Context: an optimization exercise on an open-source flow, tuned for a short achievable clock period and few clock cycles per item. The choices shown serve that exercise and are no tape-out recipe. Function was checked by simulation only, so behaviour that the tests miss may differ from the original. No driver is modelled on the clock port, so clocking that relies on it looks cheaper here than on a real chip. No activity file was given, so power comes from the tool's default toggle rates.

==> trial 60: inputs <==
==> flow/design.v (excerpt) <==
module dlxExecCore (
	input logic clk,
	input logic rst,
	input logic instrValid,
	input logic [0:dlxIsaPkg::InstrWidth-1] instrWord,
	output logic instrReady,
	output logic retireValid,
	output logic [0:dlxIsaPkg::DataWidth-1] retireData,
	output logic [0:dlxIsaPkg::RegAddrWidth-1] retireDest,
	output logic retireFp,
	input logic retireReady
);
Settings: LEC_CHECK=0, CAP_MARGIN=20, CORE_MARGIN=2, CORE_UTILIZATION=40, SETUP_SLACK_MARGIN=3.5, SLEW_MARGIN=20, TNS_END_PERCENT=20; clock period 6.0 ns.
standard.sh (not shown) runs the stock make flow with config.mk's settings and CLKGATE_MAP_FILE= SYNTH_SCRIPT=/design/flow/synth_recipe.tcl, a recipe that flattens the netlist after the stock synthesis.
==> flow/flow/run.sh <==
#!/bin/bash
# The standard layout with these changes:
# - synthesis maps the logic with flow/abc_speed.script (ABC's load-aware
#   mapper) and without the adder extraction pass, whose full/half-adder
#   cells ABC cannot restructure; registers come out as in the standard
#   synthesis;
# - port buffers are buf_4 cells rather than the smallest buffer;
# - before clock tree synthesis, flow/out_regs.tcl gives each output
#   register the strongest drive of its cell family and, where it drives
#   only its port buffer, moves it next to that buffer.
# Each step's output goes to a log file in this folder.
set -euo pipefail
work=$(pwd)
rm -rf "$work/scripts_mod"
cp -r "$FLOW_HOME/scripts" "$work/scripts_mod"
cp "$work/flow/abc_speed.script" "$work/scripts_mod/abc_speed.script"
bash standard.sh SCRIPTS_DIR="$work/scripts_mod" ADDER_MAP_FILE= synth > "$work/synth.log" 2>&1
bash standard.sh "BUFFER_PORTS_ARGS=-buffer_cell sky130_fd_sc_hd__buf_4" \
	"PRE_CTS_TCL=$work/flow/out_regs.tcl" > "$work/layout.log" 2>&1
==> flow/flow/abc_speed.script <==
strash
&get -n
&dch -f
&put
map -p
topo
buffer -c
upsize -c
dnsize -c
==> flow/flow/out_regs.tcl <==
# Output registers: each output port is driven, through its port buffer, by a
# register. Give that register the strongest drive of its cell family and
# move it next to the port buffer, so the register-to-port path is short.
set block [ord::get_db_block]
foreach bterm [$block getBTerms] {
  if {[$bterm getIoType] != "OUTPUT"} { continue }
  set pnet [$bterm getNet]
  if {$pnet == "NULL"} { continue }
  set buf "NULL"
  foreach it [$pnet getITerms] {
    if {[$it isOutputSignal]} { set buf [$it getInst] }
  }
  if {$buf == "NULL"} { continue }
  set src "NULL"
  foreach it [$buf getITerms] {
    if {[$it isInputSignal]} {
      set n [$it getNet]
      if {$n == "NULL"} { continue }
      foreach d [$n getITerms] {
        if {[$d isOutputSignal]} { set src [$d getInst] }
      }
    }
  }
  if {$src == "NULL"} { continue }
  set master [[$src getMaster] getName]
  if {[regexp {^(sky130_fd_sc_hd__dfxtp)_[0-9]+$} $master -> fam]} {
    set qnet [[$src findITerm Q] getNet]
    replace_cell [$src getName] ${fam}_4
    # A register that also drives internal logic keeps its place.
    if {[llength [$qnet getITerms]] != 2} { continue }
    set loc [$buf getLocation]
    $src setLocation [lindex $loc 0] [lindex $loc 1]
    puts "out_regs: [$src getName] -> ${fam}_4 at $loc for [$bterm getName]"
  }
}
==> trial 46 (differences from trial 60) <==
==> flow/run.sh (new file) <==
#!/bin/bash
# synth_recipe.tcl (not shown) runs the flow's synth.tcl, then flattens the netlist and writes it again
# the make line also repeats each setting of config.mk as NAME=value (left out here)
make -C /OpenROAD-flow-scripts/flow DESIGN_CONFIG=/design/flow/config.mk WORK_HOME=/design/flow/orfs CLKGATE_MAP_FILE= SYNTH_SCRIPT=/design/flow/synth_recipe.tcl finish
SETUP_SLACK_MARGIN = 3.0   (was 3.5)
removed: flow/flow/run.sh
removed: flow/flow/abc_speed.script
removed: flow/flow/out_regs.tcl
removed: flow/standard.sh
==> summary.md <==
| Metric | Value |
|---|---|
| Int Pwr | 0.0429 W |
| First-pass GRT wire length | between 900000 and 1000000 um |
| Status | timing/DRC/antenna clean |
| Tap cells | 4730 |
| Worst Setup Slack, final | 3.18 ns |
| Met1 Track Usage GR | 0.460 |
| Crit path required time | ~7 ns |
| Post-CTS Resized | 976 |
| Slew headroom | 0.115 |
| Inverter count | 301 |
| DRT Pass-1 Iters | 12 |
[end of results for trial 60]
==> summary.md <==
| Metric | Value |
|---|---|
| Status | failed layout checks |
| Layout check fault list | capacitance limit, slew limit |
| Int Pwr | roughly 0.042 W |
| Max-cap viol count | 2 |
| Tap cells | roughly 4400 |
| DRT Pass-1 Iters | 10 |
| Worst Setup Slack, final | between 2 and 3 ns |
| First-pass GRT wire length | 771000 um |
| Max-slew violation count | 12 |
[end of results for trial 46]
Testbench counts of trial 60, summed over its fixed seeds: cycles 12,048, items 12,000.
Testbench counts of trial 46, summed over its fixed seeds: cycles 12,048, items 12,000.

afterwards: timing with drivers on the ports:
In the flow no input, the clock included, has a driving cell. The finished layouts below were timed again as built, in two steps.
Step 1 assumes that a clkbuf_16 drives the clock port and a buf_2 every other input.
Step 2 also shifts input and output timing later by t, the mid clock arrival at the registers, as if the neighbouring blocks saw the same clock.
Slacks: ideal / step 1 / step 2; pairs: ideal / step 1.
run | t (ns) | setup WS [ns] | worst setup path at the end | worst register clock-pin slew, ns
trial 60 | 1.074 | 3.176 / 3.176 / 2.918 | input to register | 0.07 / 0.07
trial 46 | 0.996 | 2.585 / 2.585 / 2.026 | input to register | 0.07 / 0.07
The setup slack of trial 46, which loses most, moves by 0.000 ns with the drivers and by -0.559 ns with both steps.
